Source: an optimization exercise on an open RTL-to-GDS flow (aim: small area, a short achievable clock period and few clock cycles per item). Production flows keep margins and buffers that such runs may drop. The RTL was checked by simulation tests, not by an equivalence proof against the original design. Power and IR drop assume default switching activity.

## run X
// tdm_slot_timer_unit
module tdm_slot_timer_unit (
   input  logic        clock,
   input  logic        reset,
   input  logic        req_valid,
   output logic        req_ready,
   input  logic [47:0] req_now_time,
   output logic        rsp_valid,
   input  logic        rsp_ready,
   output logic [1:0]  rsp_current_slot,
   output logic        rsp_is_own,
   output logic [48:0] rsp_next_own_start,
   output logic [32:0] rsp_wait_time,
   output logic        rsp_error,
   input  logic        csr_we,
   input  logic [2:0]  csr_index,
   input  logic [15:0] csr_wdata
);
clock: 10.0 ns
lec_check: 0
cap_margin: 20
core_margin: 2
core_utilization: 40
slew_margin: 20
standard.sh (not shown) runs the stock make flow with config.mk's settings and CLKGATE_MAP_FILE= SYNTH_SCRIPT=/design/flow/synth_recipe.tcl, a recipe that flattens the netlist after the stock synthesis.
==> flow/flow/run.sh <==
#!/bin/bash
# Standard layout, with these changes to how it is made:
#  - ports are buffered with buf_4 cells;
#  - the repair steps aim at a larger setup margin but work on the worst
#    endpoints only;
#  - clock tree sinks are clustered in larger groups.
set -euo pipefail
bash standard.sh SETUP_SLACK_MARGIN=6.5 TNS_END_PERCENT=5 \
  CTS_CLUSTER_SIZE=25 CTS_CLUSTER_DIAMETER=100 \
  BUFFER_PORTS_ARGS="-buffer_cell sky130_fd_sc_hd__buf_4" finish > standard.log 2>&1
Testbench counts of run X, summed over its fixed seeds: cycles 8,144, items 8,000.
Here is what was changed in the inputs of run K compared with run X.
--- a/flow/design.v
+++ b/flow/design.v
@@ -89,16 +89,20 @@
       err  <= own > cm1;
       c3   <= c3_d;
       cycn <= ~cyc_d;
       c3n  <= ~c3_d;
    end
    always_comb begin
-      for (int k = 1; k < 16; k++) hz[k] = (cyc >> k) == 16'd0;
-      for (int k = 1; k < 18; k++) hz3[k] = (c3 >> k) == 18'd0;
-      for (int k = 1; k < 16; k++) hzn[k] = &(cycn | ~(16'hffff << k));
-      for (int k = 1; k < 18; k++) hz3n[k] = &(c3n | ~(18'h3ffff << k));
+      hz[15] = ~cyc[15];
+      for (int k = 14; k >= 1; k--) hz[k] = hz[k+1] & ~cyc[k];
+      hz3[17] = ~c3[17];
+      for (int k = 16; k >= 1; k--) hz3[k] = hz3[k+1] & ~c3[k];
+      hzn[15] = cycn[15];
+      for (int k = 14; k >= 1; k--) hzn[k] = hzn[k+1] & cycn[k];
+      hz3n[17] = c3n[17];
+      for (int k = 16; k >= 1; k--) hz3n[k] = hz3n[k+1] & c3n[k];
    end
    logic        v0;
    logic [47:0] n0;
    logic [1:0] r0;
    logic        v1;
    logic [47:0] n1;
@@ -147,34 +151,32 @@
    logic [15:0] r15;
    logic        v16;
    logic [47:0] n16;
    logic         hwait;     
    logic [4:0]   hcnt;      
    logic         rdy;
-   logic         out_v;
+   logic         out_v, skid_v;
    logic         head, leave, again, take, out_free;
    assign head     = hwait ? (hcnt == 5'd0) : v16;
    assign out_free = ~out_v | rsp_ready;
-   assign leave    = head & out_free;
+   assign leave    = head & ~skid_v;
    assign again    = v16 & ~leave;
-   logic         ih_v, ih_in;
-   logic [47:0]  ih_n;
-   assign ih_in    = ih_v & ~again & ~hwait;
    assign take     = req_valid & rdy;
    assign req_ready = rdy;
    wire [17:0] m1 = {2'b0, cyc};
    wire [17:0] m2 = {1'b0, cyc, 1'b0};
    wire [17:0] m3 = c3;
    wire [17:0] nm1 = {2'b11, cycn};
-   wire [47:0] nin = again ? n16 : ih_v ? ih_n : req_now_time;
+   wire [47:0] nin = again ? n16 : req_now_time;
    wire [17:0] m1p = {2'b0, cyc_d};
    wire [17:0] m2p = {1'b0, cyc_d, 1'b0};
    wire [17:0] m3p = {16'd0, c3_d[1:0]};
    logic [15:1] hzp;
    always_comb begin
-      for (int k = 1; k < 16; k++) hzp[k] = (cyc_d >> k) == 16'd0;
+      hzp[15] = ~cyc_d[15];
+      for (int k = 14; k >= 1; k--) hzp[k] = hzp[k+1] & ~cyc_d[k];
    end
    logic [1:0] tr0;
    assign tr0 = {nin[47], nin[46]};
    logic [1:0] d0_1;
    wire [1:0] s0_1_x = tr0;
    wire [1:0] s0_1_y = ~m1p[1:0];
@@ -2968,21 +2970,24 @@
    assign pstart = err ? 33'd0 : cz ? {17'd0, ooff} : ads_s;
    assign pnf    = 16'd0 - n16[15:0];
    assign pwait  = (sz | sd[17]) ? 33'd0 : {sd[16:0], pnf};
    assign res    = {sc, so, pstart, pwait};
    logic         hwait_n;
    logic [4:0]   hcnt_n;
+   logic         skid_n;
    always_comb begin
       hwait_n = hwait;
       hcnt_n  = hcnt - 5'd1;
       if (head) begin
          hwait_n = ~leave;
          hcnt_n  = 5'd16;
       end
+      skid_n = skid_v ? ~out_free : (leave & ~out_free);
    end
    logic [68:0] out_q;
+   logic [68:0] skid_q;
    always_ff @(posedge clock) begin
       if (reset) begin
          v0 <= 1'b0;
          v1 <= 1'b0;
          v2 <= 1'b0;
          v3 <= 1'b0;
@@ -3000,15 +3005,15 @@
          v15 <= 1'b0;
          v16 <= 1'b0;
          hwait  <= 1'b0;
          hcnt   <= '0;
          out_v  <= 1'b0;
          rdy    <= 1'b1;
-         ih_v   <= 1'b0;
+         skid_v <= 1'b0;
       end else begin
-         v0 <= again | ih_in | take;
+         v0 <= again | take;
          v1 <= v0;
          v2 <= v1;
          v3 <= v2;
          v4 <= v3;
          v5 <= v4;
          v6 <= v5;
@@ -3021,15 +3026,15 @@
          v13 <= v12;
          v14 <= v13;
          v15 <= v14;
          v16 <= v15;
          hwait <= hwait_n;
          hcnt  <= hcnt_n;
-         ih_v  <= (take & again) | (ih_v & ~ih_in);
-         rdy   <= ~hwait_n & ~((take & again) | (ih_v & ~ih_in));
-         if (out_free) out_v <= leave;
+         rdy    <= ~hwait_n & ~(v15 & skid_n);
+         skid_v <= skid_n;
+         if (out_free) out_v <= skid_v | leave;
       end
    end
    always_ff @(posedge clock) begin
       n0 <= nin;
       r0 <= rn0;
       n1 <= n0;
@@ -3067,14 +3072,14 @@
       so <= pown;
       sz <= ~phi | err;
       sf <= pfz;
       sd <= pd;
    end
    always_ff @(posedge clock) begin
-      if (out_free) out_q <= res;
-      if (take & again) ih_n <= req_now_time;
+      if (~skid_v & leave & ~out_free) skid_q <= res;
+      if (out_free) out_q <= skid_v ? skid_q : res;
    end
    assign rsp_valid          = out_v;
    assign rsp_current_slot   = out_q[68:67];
    assign rsp_is_own         = out_q[66];
    assign rsp_next_own_start = {out_q[65:33], 16'd0};
    assign rsp_wait_time      = out_q[32:0];
### Flow results
Going from run X to run K, sequential cell area in the final layout higher, number of cells on the critical path rose 1, total routed wirelength has increased, number of clock buffers in the layout shrank by about 4.3%. Run X has higher clock share of power than run K. From run X to run K the numbers moved as follows: routed length on met1 rose 1900 µm; synthesized netlist cell count went up by about 0.6%; fmax roughly the same. Run X → run K: signed area change from the synthesized netlist to the final layout shows an increase of 1.4 points; power consumption shows an increase of about 3.3%. The setup slack of run K was inferior to that of run X.
Testbench counts of run K, summed over its fixed seeds: cycles 8,144, items 8,000.

## re-timing with driven ports
The flow's constraints put no driver on any port. The routed layouts listed below were extracted and timed again, unchanged, in two steps.
Step 1 sets driving cells, clkbuf_16 on the clock port and buf_2 on the other inputs (assumed; they add their load-dependent delay and slew).
Step 2 adds t to the input delays and takes it off the output delays; t is the mean of the earliest and latest rising clock arrival at the registers after step 1. Input paths then give back, and output paths get back, about the clock's delay inside the block.
a / b / c = ideal ports / drivers / drivers and shift; a / b = the first two.
run | shift t [ns] | slack for setup (ns) | worst hold slack (ns) | clock arrival spread, ns | worst slew at a driven data input, ns
run X | 0.782 | 6.417 / 6.417 / 5.802 | 0.304 / 0.304 / 0.304 | 0.050 / 0.050 | 0.08
run K | 0.776 | 6.406 / 6.356 / 6.147 | 0.313 / 0.313 / 0.313 | 0.045 / 0.045 | 0.09
After both steps every run listed still meets setup and hold. The setup slack of run X, which loses most, moves by 0.000 ns with the drivers and by -0.615 ns with both steps.
